From an optimization exercise on the open Yosys and OpenROAD flow, aimed at small area, a short achievable clock period and few clock cycles; shortcuts taken in it are not production practice. No run shown here included a check of the RTL's function; only the layout flow was run.

==> flow/design.v (outline; a module is shown in full before it is edited, if it fits) <==
// module mul_stage1: 1156 lines
// module mul_stage2: 425 lines
// module mac_engine: 16 lines
// module attn_top: 200 lines
module attn_top (
  input  logic clk,
  input  logic reset_n,
  input  logic dut_valid,
  output logic dut_ready,
  output logic [16-1:0] sram_input_read_address,
  input  logic [32-1:0] sram_input_read_data,
  output logic [16-1:0] sram_weight_read_address,
  input  logic [32-1:0] sram_weight_read_data,
  output logic [16-1:0] sram_result_read_address,
  input  logic [32-1:0] sram_result_read_data,
  output logic                    sram_result_write_enable,
  output logic [16-1:0] sram_result_write_address,
  output logic [32-1:0] sram_result_write_data,
  output logic [16-1:0] sram_scratchpad_read_address,
  input  logic [32-1:0] sram_scratchpad_read_data,
  output logic                    sram_scratchpad_write_enable,
  output logic [16-1:0] sram_scratchpad_write_address,
  output logic [32-1:0] sram_scratchpad_write_data
);
  // ...
==> flow/flow/run.sh <==
#!/bin/bash
set -euo pipefail
export BUFFER_PORTS_ARGS="-buffer_cell sky130_fd_sc_hd__buf_2"
export SETUP_SLACK_MARGIN=11.75
bash standard.sh > standard.log 2>&1
==> flow/standard.sh <==
#!/bin/bash
# synth_recipe.tcl (not shown) runs the flow's synth.tcl, then flattens the netlist and writes it again
# the make line also repeats each setting of config.mk as NAME=value (left out here)
make -C /OpenROAD-flow-scripts/flow DESIGN_CONFIG=/design/flow/config.mk WORK_HOME=/design/flow/orfs CLKGATE_MAP_FILE= SYNTH_SCRIPT=/design/flow/synth_recipe.tcl "${@:-finish}"
==> flow/config.mk <==
export PLATFORM = sky130hd
export DESIGN_NAME = attn_top
export DESIGN_NICKNAME = attn_top
export VERILOG_FILES = /design/flow/design.v
export SDC_FILE = /design/flow/constraint.sdc
export NUM_CORES = 4
export LEC_CHECK = 0
export ABC_AREA = 1
export CAP_MARGIN = 20
export CORE_MARGIN = 2
export CORE_UTILIZATION = 40
export SLEW_MARGIN = 20
==> flow/constraint.sdc <==
create_clock -name core_clock -period 16.0 [get_ports {clk}]
set_input_delay 3.2000 -clock core_clock [delete_from_list [all_inputs] [get_ports {clk}]]
set_output_delay 3.2000 -clock core_clock [all_outputs]
set_load 0.01 [all_outputs]
==> impl_metrics.ini, run 1 <==
[worst_setup_path]
cpMaxStageDelayCell = dfstp_2
reg2reg_slack_ps = 11960
ff2ff_path_depth = 11
crit_chain = buf_6
cp_num_buf_inv = 1

[status]
outcome = no timing/DRC/antenna violations

[yosys]
synth_xor_area_share_pct = 11.3
synth-main-ff-cell = dfxtp_1
synth_top_area_cell = dfxtp_1
yosysMostFrequentCell = nand2_1
synthMuxAreaShare_pct = 2.78
synth-warning-count = 2
yosys.area.top_type_share_pct = 21.3

[grt]
busiest_layer = met2

[drt]
drtIter0Drc = 1770
met1_length_mm = 33.1
postRouteAntennaNets = 0
met2_length_mm = 33.9

[layout]
design_area_mm2 = 0.0308
clock_area_share_pct = 4.61
final_cell_mix = nand2_1, inv_1, xor2_1
nNonClkInverters = 400

[sta]
layout_min_cycle_time_ps = 4470
finalClockSkew_ps = 36.2
holdWs_ps = 327

[cts]
cts_buffers = 42
clockRootBuffer = clkbuf_16
h-tree-depth = 2
clkTransAtPathRegs_ps = 60
clock_sinks = 363
clkLatencyLatePin_ps = 600

[floorplan]
placeableCoreArea_mm2 = 0.0642

[placed_design]
dp_slack_ps = 11270

[min_path]
min_to = l3
==> module attn_top, before the edit <==
module attn_top (
  input  logic clk,
  input  logic reset_n,
  input  logic dut_valid,
  output logic dut_ready,
  output logic [16-1:0] sram_input_read_address,
  input  logic [32-1:0] sram_input_read_data,
  output logic [16-1:0] sram_weight_read_address,
  input  logic [32-1:0] sram_weight_read_data,
  output logic [16-1:0] sram_result_read_address,
  input  logic [32-1:0] sram_result_read_data,
  output logic                    sram_result_write_enable,
  output logic [16-1:0] sram_result_write_address,
  output logic [32-1:0] sram_result_write_data,
  output logic [16-1:0] sram_scratchpad_read_address,
  input  logic [32-1:0] sram_scratchpad_read_data,
  output logic                    sram_scratchpad_write_enable,
  output logic [16-1:0] sram_scratchpad_write_address,
  output logic [32-1:0] sram_scratchpad_write_data
);
  logic       dims_req;     
  logic       dims_wait;    
  logic [6:0] n_dim, d_dim, e_dim;
  logic        running;
  logic [1:0]  pass;
  logic [5:0]  i_cnt, j_cnt, k_cnt;
  logic [12:0] a_addr, a_row;     
  logic [13:0] b_addr, b_start;   
  logic v1, f1, l1, s1, k1, q1, z1;
  logic v2, f2, l2, s2, k2, q2, z2;
  logic v3, f3, l3, k3, q3, z3;
  logic q4, z4;
  logic [31:0] op_a, op_b, acc;
  logic        res_we, scr_we;
  logic [13:0] res_wa;
  logic [11:0] scr_wa;
  logic       is_s;
  logic [6:0] len_k, len_j;
  logic [6:0] k_nxt, j_nxt, i_nxt;
  logic       last_k, last_j, last_i;
  logic       stall, issue;
  assign is_s   = (pass == 2'd3);
  assign len_k  = is_s ? e_dim : d_dim;
  assign len_j  = is_s ? n_dim : e_dim;
  assign k_nxt  = {1'b0, k_cnt} + 7'd1;
  assign j_nxt  = {1'b0, j_cnt} + 7'd1;
  assign i_nxt  = {1'b0, i_cnt} + 7'd1;
  assign last_k = (k_nxt == len_k);
  assign last_j = (j_nxt == len_j);
  assign last_i = (i_nxt == n_dim);
  assign stall = is_s && (i_cnt == 6'd0) && (j_cnt == 6'd0) && (k_cnt == 6'd0) &&
                 (q1 || q2 || q3 || q4);
  assign issue = running && !stall;
  logic        running_nx;
  logic [1:0]  pass_nx;
  logic [5:0]  i_nx, j_nx, k_nx;
  logic [12:0] a_addr_nx, a_row_nx;
  logic [13:0] b_addr_nx, b_start_nx;
  always_comb begin
    running_nx = running;
    pass_nx = pass;
    i_nx = i_cnt;
    j_nx = j_cnt;
    k_nx = k_cnt;
    a_addr_nx = a_addr;
    a_row_nx = a_row;
    b_addr_nx = b_addr;
    b_start_nx = b_start;
    if (dut_ready && dut_valid) begin
      a_addr_nx = 13'd0;
      b_addr_nx = 14'd0;
    end else if (dims_wait) begin
      running_nx = 1'b1;
      pass_nx = 2'd0;
      i_nx = 6'd0;
      j_nx = 6'd0;
      k_nx = 6'd0;
      a_addr_nx = 13'd1;
      a_row_nx = 13'd1;
      b_addr_nx = 14'd1;
      b_start_nx = 14'd1;
    end else if (issue) begin
      if (!last_k) begin
        k_nx = k_nxt[5:0];
        a_addr_nx = a_addr + 13'd1;
        b_addr_nx = b_addr + 14'd1;
      end else begin
        k_nx = 6'd0;
        if (!last_j) begin
          j_nx = j_nxt[5:0];
          a_addr_nx = a_row;
          b_addr_nx = b_addr + 14'd1;
        end else begin
          j_nx = 6'd0;
          if (!last_i) begin
            i_nx = i_nxt[5:0];
            a_row_nx = a_addr + 13'd1;
            a_addr_nx = a_addr + 13'd1;
            b_addr_nx = b_start;
          end else begin
            i_nx = 6'd0;
            pass_nx = pass + 2'd1;
            if (pass[1] == 1'b0) begin
              a_row_nx = 13'd1;
              a_addr_nx = 13'd1;
              b_addr_nx = b_addr + 14'd1;
              b_start_nx = b_addr + 14'd1;
            end else begin
              a_row_nx = 13'd0;
              a_addr_nx = 13'd0;
              b_addr_nx = 14'd0;
              b_start_nx = 14'd0;
              if (pass == 2'd3) running_nx = 1'b0;
            end
          end
        end
      end
    end
  end
  always_ff @(posedge clk or negedge reset_n) begin
    if (!reset_n) begin
      dut_ready <= 1'b1;
      dims_req <= 1'b0;
      dims_wait <= 1'b0;
      running <= 1'b0;
      {v1, k1, q1, z1} <= '0;
      {v2, k2, q2, z2} <= '0;
      {v3, k3, q3, z3} <= '0;
      {q4, z4} <= '0;
      res_we <= 1'b0;
      scr_we <= 1'b0;
    end else begin
      dims_req <= dut_ready && dut_valid;
      dims_wait <= dims_req;
      if (dut_ready && dut_valid) begin
        dut_ready <= 1'b0;
      end else if (z4) begin
        dut_ready <= 1'b1;
      end
      running <= running_nx;
      v1 <= issue;
      k1 <= issue && (pass == 2'd1);
      q1 <= issue && !pass[1];
      z1 <= issue && is_s && last_k && last_j && last_i;
      {v2, k2, q2, z2} <= {v1, k1, q1, z1};
      {v3, k3, q3, z3} <= {v2, k2, q2, z2};
      {q4, z4} <= {q3, z3};
      res_we <= v3 && l3;
      scr_we <= v3 && l3 && k3;
    end
  end
  always_ff @(posedge clk) begin
    a_addr <= a_addr_nx;
    b_addr <= b_addr_nx;
    if (dims_wait) begin
      n_dim <= sram_input_read_data[16 +: 7];
      d_dim <= sram_input_read_data[6:0];
      e_dim <= sram_weight_read_data[6:0];
    end
    pass <= pass_nx;
    i_cnt <= i_nx;
    j_cnt <= j_nx;
    k_cnt <= k_nx;
    a_row <= a_row_nx;
    b_start <= b_start_nx;
    f1 <= (k_cnt == 6'd0);
    l1 <= last_k;
    s1 <= is_s;
    {f2, l2, s2} <= {f1, l1, s1};
    {f3, l3} <= {f2, l2};
    if (dims_wait) begin
      res_wa <= 14'd0;
      scr_wa <= 12'd0;
    end else begin
      if (res_we) res_wa <= res_wa + 14'd1;
      if (scr_we) scr_wa <= scr_wa + 12'd1;
    end
  end
  always_ff @(posedge clk) begin
    op_a <= s1 ? sram_result_read_data : sram_input_read_data;
    op_b <= s1 ? sram_scratchpad_read_data : sram_weight_read_data;
  end
  mac_engine u_engine (
    .clk   (clk),
    .a     (op_a),
    .b     (op_b),
    .first (f3),
    .acc   (acc)
  );
  assign sram_input_read_address = {3'd0, a_addr};
  assign sram_result_read_address = {3'd0, a_addr};
  assign sram_weight_read_address = {2'd0, b_addr};
  assign sram_scratchpad_read_address = {2'd0, b_addr};
  assign sram_result_write_enable = res_we;
  assign sram_result_write_address = {2'd0, res_wa};
  assign sram_result_write_data = acc;
  assign sram_scratchpad_write_enable = scr_we;
  assign sram_scratchpad_write_address = {4'd0, scr_wa};
  assign sram_scratchpad_write_data = acc;
endmodule
==> inputs of run 2 (changes only) <==
--- a/flow/design.v
+++ b/flow/design.v
@@ -1639,2 +1639,4 @@
 );
+  logic       busy;         
+  logic       busy_nx;
   logic       dims_req;     
@@ -1740,3 +1742,3 @@
     if (!reset_n) begin
-      dut_ready <= 1'b1;
+      busy <= 1'b0;
       dims_req <= 1'b0;
@@ -1748,12 +1750,6 @@
       {q4, z4} <= '0;
-      res_we <= 1'b0;
-      scr_we <= 1'b0;
     end else begin
+      busy <= busy_nx;
       dims_req <= dut_ready && dut_valid;
       dims_wait <= dims_req;
-      if (dut_ready && dut_valid) begin
-        dut_ready <= 1'b0;
-      end else if (z4) begin
-        dut_ready <= 1'b1;
-      end
       running <= running_nx;
@@ -1766,6 +1762,10 @@
       {q4, z4} <= {q3, z3};
-      res_we <= v3 && l3;
-      scr_we <= v3 && l3 && k3;
     end
   end
+  assign busy_nx = (busy && !z4) || (dut_ready && dut_valid);
+  always_ff @(posedge clk) begin
+    dut_ready <= !busy_nx;
+    res_we <= v3 && l3;
+    scr_we <= v3 && l3 && k3;
+  end
   always_ff @(posedge clk) begin
--- a/flow/config.mk
+++ b/flow/config.mk
@@ -10,3 +10,5 @@
 export CORE_MARGIN = 2
-export CORE_UTILIZATION = 40
+export CORE_UTILIZATION = 60
+export CTS_CLUSTER_DIAMETER = 100
+export CTS_CLUSTER_SIZE = 24
 export SLEW_MARGIN = 20
==> run 2 against run 1 <==
  * Still clean on timing, DRC and antenna
  * Flip-flop and latch count grew 1
  * Worst setup slack gained 190 ps
  * Via count grew 2.2%
  * Fmax grew 4.4%
  * Register-to-register slack lost 90 ps
  * Highest routed layer is now met4
==> impl_metrics.ini, run 2 <==
[worst_setup_path]
cpPeakStageDelay_ps = 420
cp_num_buf_inv = 1
crit_chain = buf_6
critPathTopFamily = flip-flops
crit_required_ps = 12800
crit_type = reg -> out
startpoint_type = flip-flop
worst-path-max-fanout = 7
arrival_ps = 1090
cpMaxStageDelayCell = dfxtp_4
critPathCaptureType = output pin

[min_path]
min_path_type = reg -> reg

[yosys]
ys_seq_area_share_pct = 31.1
yosysMostFrequentCell = nand2_1
ys_top_cells_by_area = dfxtp_1, fa_1, xor2_1
netlist_instances = 2949
synthArstFlopShare_pct = 4.95
synth_commonest_cells = nand2_1, inv_1, xor2_1, dfxtp_1, o22ai_1
synth_top_area_cell = dfxtp_1
synth-main-ff-cell = dfxtp_1
synth-edff-count = 68
synth-warning-count = 2
ys_types = 50
yosys.area.top_type_share_pct = 21.5
synth_seq_cells = 364
syn_avg_cell_area_um2 = 8.77
synthesis.area_mm2 = 0.0259

[floorplan]
io-pin-count = 294
start_util_pct = 60.5
dieArea_mm2 = 0.0448
die_h_um = 212
rows = 76
placeableCoreArea_mm2 = 0.0428
die_x_um = 212

[sta]
hold_viol_final = 0
setup_tns_ps = 0
layout_min_cycle_time_ps = 4290
fmaxAchievable_mhz = 233
post-route-period-util_pct = 26.8
rsz0062_at_grt = yes
finalSetupViolCount = 0
tightest_slew_ps = 1140
max-slew-margin-rel_pct = 23.3
slew_viol_final = 0
final.setup.worst_slack_ps = 11710
finalClockSkew_ps = 24.2

[cts]
cts_tree = built
cts_buffers = 19
cts_hold_buf = 0
clkLatencyLatePin_ps = 560
clockBufferDepth = 3
clkTransAtPathRegs_ps = 110
clock_sinks = 364
h-tree-depth = 1
clockRootBuffer = clkbuf_16

[drt]
vias_per_cell = 5.69
drc = 0
drtIter0Drc = 1629
postRouteAntennaNets = 0
drt_wl_total_mm = 72.7
vias = 21000
wire_per_inst_um = 19.7
first_pass_iters = 5

[grt]
gr-total-overflow = 0
antenna_found_initial = 0
grt_pass1_wl_mm = 112
grt_pass1_vias = 20600
track_usage_pct = 32.2
grt_max_degree = 65

[run]
maxCapViolCount = 0

[placed_design]
routabilityCongestion = 0.924
dp_slack_ps = 11310
dp_hpwl_mm = 53.7
portBuffers = 277

[layout]
num-nets-final = 3563
area_delta_synth_final_pct = 12.3
final_common_cell = nand2_1
largest_reg_flops = 119
final_cell_mix = nand2_1, inv_1, xor2_1
drive_gt1_share_pct = 19.1
top_register = u_engine.r

[status]
outcome = no timing/DRC/antenna violations
[run 2: cell count changes in the layout (fill, tap and decap cells not counted), sizes merged, moves of 8 or more]
cell    delta
clkbuf    -29
buf       -22
nand2     +17
clkinv    -11
nor2      -10
xnor2      +8
[run 2: cell type report]
cell class / instances / area (um^2)
multi-input cells: 1984 / 15300
clock inverters: 3 / 55.1
clock buffers: 28 / 531
fillers: 3505 / 13800
repair buffers: 362 / 2660
diodes: 1 / 2.50
flip-flops and latches: 364 / 8270
inverters: 403 / 1540
repair inverters: 4 / 20.0
well taps: 546 / 683
[run 2: cells by family (layout without fill, tap and decap cells)]
logic type	after synthesis	count (layout)	synth area share (%)
AO/OA/AOI/OAI	461	461	10.4
XOR/XNOR	336	336	11.4
adder cells (fa/ha/maj)	294	294	20.6
buffers and inverters	617	800	10.3
flip-flops	364	364	31.1
multiplexers	64	64	2.79
other	1	17	0.0145
AND/OR/NAND/NOR	812	813	13.4
[run 2: what timing repair did]
| action | 4_1_cts | 5_1_grt |
|---|---|---|
| resized for setup | 185 | 73 |
| endpoints found under the setup margin | 159 | 158 |
| setup buffers | 53 | 19 |
| pin swaps | 0 | 1 |
| hold endpoints to repair | 0 | 0 |
| cloned | 2 | 3 |
[run 2: path summary, 6_finish.rpt]
kind                                start                         end  slack [ps]  depth (start not counted)
max in group asynchronous         reset_n                   dims_wait       13050                          1
worst min register to register         f2                          f3         330                          0
worst min-delay path                   f2                          f3         330                          0
worst max-delay path            a_addr[6]  sram_input_read_address[6]       11710                          1
worst max register to register   op_b[13]             u_engine.r[114]       11870                         10
min in group asynchronous         reset_n                     running        2580                          1
[run 2: per-stage QoR]
stage / utilization, % / hold WS (ps) / instances / area [um^2]
2_1_floorplan: - / 310 / 2964 / 26000
3_3_place_gp: 63.0 / 320 / 3586 / 27000
4_1_cts: 66.7 / 334 / 3672 / 28500
3_5_place_dp: 63.0 / 315 / 3586 / 27000
5_1_grt: 67.9 / 341 / 3694 / 29000
6_report: 67.9 / 334 / 3695 / 29000
[run 2: metal layers]
layer | GRT usage, % | vias to the layer above | wire (um)
met2 | 52.3 | 965 | 33600
met3 | 4.70 | 199 | 5450
met4 | 13.6 | 0 | 3360
li1 | - | 9817 | -
met5 | 0 | - | 0
met1 | 43.3 | 10100 | 30300
==> inputs of run 3 (changes only) <==
--- a/flow/config.mk
+++ b/flow/config.mk
@@ -12,3 +12,3 @@
 export CTS_CLUSTER_DIAMETER = 100
-export CTS_CLUSTER_SIZE = 24
+export CTS_CLUSTER_SIZE = 20
 export SLEW_MARGIN = 20
==> run 3 against run 2 <==
  * Register-to-register slack hardly changed
  * Worst setup slack worse by 25 ps
  * First-iteration DRC count fell by 0.37%
  * Cell count increased by 0.30%
  * Critical path type unchanged
  * Non-clock buffer count rose by 9
  * Core utilization up 0.97 points
  * Clock skew decreased by 3.9 ps
  * Synthesized cell count is the same
  * Routed wire length up 1.9%
  * Still clean on timing, DRC and antenna
  * Cell area up 1.4%
  * Die area is the same
==> impl_metrics.ini, run 3 <==
[sta]
finalSetupViolCount = 0
layout_min_cycle_time_ps = 4310
slew_viol_final = 0
rsz0062_at_grt = yes
max-slew-margin-rel_pct = 24.7
setup_tns_ps = 0
fmaxAchievable_mhz = 232
finalClockSkew_ps = 20.3
hold_viol_final = 0
post-route-period-util_pct = 27.0
tightest_slew_ps = 1120

[drt]
first_pass_iters = 5
drc = 0
dr.max_layer_used = met4
met2_length_mm = 34.3
vias_per_cell = 5.75
met1_length_mm = 30.8
vias = 21300
postRouteAntennaNets = 0
drt_wl_total_mm = 74.1
drtIter0Drc = 1623
met3_length_mm = 5.62
wire_per_inst_um = 20.0

[worst_setup_path]
critPathTopFamily = flip-flops
cpMaxStageDelayCell = dfxtp_4
reg2reg_from = op_b[13]
worst-path-max-fanout = 6
arrival_ps = 1110
cp_num_buf_inv = 1
crit_path_start = a_addr[2]
critPathCaptureType = output pin
crit_type = reg -> out
cpPeakStageDelay_ps = 410
crit_chain = buf_6
startpoint_type = flip-flop
crit_required_ps = 12800

[floorplan]
rows = 76
die_x_um = 212
io-pin-count = 294
start_util_pct = 60.5
dieArea_mm2 = 0.0448
placeableCoreArea_mm2 = 0.0428
die_h_um = 212

[grt]
grt_max_degree = 65
grt_pass1_wl_mm = 113
grt_pass1_vias = 21000
track_usage_pct = 32.7
antenna_found_initial = 0
gr-total-overflow = 0

[min_path]
min_from = f1
min_path_type = reg -> reg

[yosys]
synth_top_area_cell = dfxtp_1
ys_types = 50
ys_seq_area_share_pct = 31.1
syn_avg_cell_area_um2 = 8.77
netlist_instances = 2949
ys_top_cells_by_area = dfxtp_1, fa_1, xor2_1
synth_seq_cells = 364
synth-warning-count = 2
yosysMostFrequentCell = nand2_1
yosys.area.top_type_share_pct = 21.5
synth-main-ff-cell = dfxtp_1
synthArstFlopShare_pct = 4.95
synth-edff-count = 68
synth_commonest_cells = nand2_1, inv_1, xor2_1, dfxtp_1, o22ai_1
synthesis.area_mm2 = 0.0259

[cts]
clockBufferDepth = 3
clock_sinks = 364
h-tree-depth = 1
clkTransAtPathRegs_ps = 90
cts_buffers = 22
cts_tree = built
clkLatencyLatePin_ps = 580
clockRootBuffer = clkbuf_16

[placed_design]
post-place-cells = 3586
dp_hpwl_mm = 53.7
routabilityCongestion = 0.924
portBuffers = 277

[status]
outcome = no timing/DRC/antenna violations

[layout]
drive_gt1_share_pct = 19.3
largest_reg_flops = 119
final_cell_mix = nand2_1, inv_1, xor2_1
final_common_cell = nand2_1
num-nets-final = 3574
layout.cells.non_filler = 3706
area_delta_synth_final_pct = 13.9
top_register = u_engine.r

[run]
maxCapViolCount = 0
==> run 3: final timing paths <==
| check | endpoint | slack, ps | cells after the start |
|---|---|---|---|
| worst max-delay path | sram_result_read_address[2] | 11690 | 1 |
| worst min-delay path | f2 | 320 | 0 |
| max in group asynchronous | dims_wait | 13080 | 1 |
| min in group asynchronous | running | 2560 | 1 |
| worst min register to register | f2 | 320 | 0 |
| worst max register to register | u_engine.r[114] | 11870 | 10 |
==> run 3: metal layers <==
| layer | vias up | global-route usage, % |
|---|---|---|
| met5 | - | 0 |
| met4 | 0 | 14.4 |
| met3 | 208 | 4.61 |
| met2 | 1024 | 53.2 |
| met1 | 10200 | 43.8 |
| li1 | 9839 | - |
==> run 3: final cells by class <==
type,instances,area [um^2]
multi-input combinational,1983,15300
fill,3451,13300
sequential,364,8280
timing repair buffer,371,3020
inverter,403,1540
tap,546,683
clock buffer,31,594
clock inverter,3,47.5
timing repair inverter,4,20.0
antenna,1,2.50
==> run 3: kinds of logic after synthesis <==
kind of cell             Yosys count  share of synthesized area [%]
flip-flops                       364                           31.1
AO/OA/AOI/OAI                    461                           10.4
other                              1                         0.0145
buffers and inverters            617                           10.3
multiplexers                      64                           2.79
XOR/XNOR                         336                           11.4
adder cells (fa/ha/maj)          294                           20.6
AND/OR/NAND/NOR                  812                           13.4
==> run 3: worst reg2reg max path: stages, from the launching register on <==
cell and delay (ps):
dfxtp_2 550, clkinv_2 370, nand2_1 160, nand2_1 360
o22ai_1 330, xor2_1 230, fa_1 510, fa_1 510
fa_1 500, inv_1 50, fa_1 450
==> run 3: metrics by stage <==
stage | cell area [um^2] | utilization, % | hold WS, ps | worst slack (ps)
floorplan | 26000 | - | 310 | 11760
global placement | 27000 | 63.0 | 320 | 11350
detailed placement | 27000 | 63.0 | 315 | 11310
CTS | 29000 | 67.9 | 327 | 11680
global route | 29500 | 68.8 | 342 | 11650
finish | 29500 | 68.8 | 323 | 11690
==> run 3: timing repair <==
| item | 4_1_cts | 5_1_grt |
|---|---|---|
| hold buffers | 0 | 0 |
| endpoints found under the setup margin | 175 | 185 |
| resized for setup | 249 | 60 |
| pin swaps | 0 | 1 |
| setup buffers | 65 | 16 |
| gates cloned | 2 | 2 |
| hold endpoints to repair | 0 | 0 |

==> port drivers added, routing unchanged <==
The results above use ideal ports. As a check the final layouts listed here were re-extracted and re-timed, cells and wires unchanged.
Step 1 sets driving cells, clkbuf_16 on the clock port and buf_2 on the other inputs (assumed; they add their load-dependent delay and slew).
Step 2 adds t to the input delays and takes it off the output delays; t is the mean of the earliest and latest rising clock arrival at the registers after step 1. Input paths then give back, and output paths get back, about the clock's delay inside the block.
Three values: ideal ports, drivers, drivers and shift; two values: the first two.
run	t (ns)	setup slack, ns	worst hold slack (ns)	clock arrival spread, ns	worst register clock-pin slew, ns
run 1	0.645	11.526 / 11.468 / 11.271	0.327 / 0.327 / 0.327	0.036 / 0.036	0.06 / 0.06
run 2	0.599	11.712 / 11.655 / 11.214	0.334 / 0.334 / 0.334	0.030 / 0.030	0.11 / 0.11
run 3	0.633	11.687 / 11.629 / 11.265	0.323 / 0.323 / 0.323	0.022 / 0.022	0.09 / 0.09
After both steps every run listed still meets setup and hold. The setup slack of run 2, which loses most, moves by -0.057 ns with the drivers and by -0.498 ns with both steps.
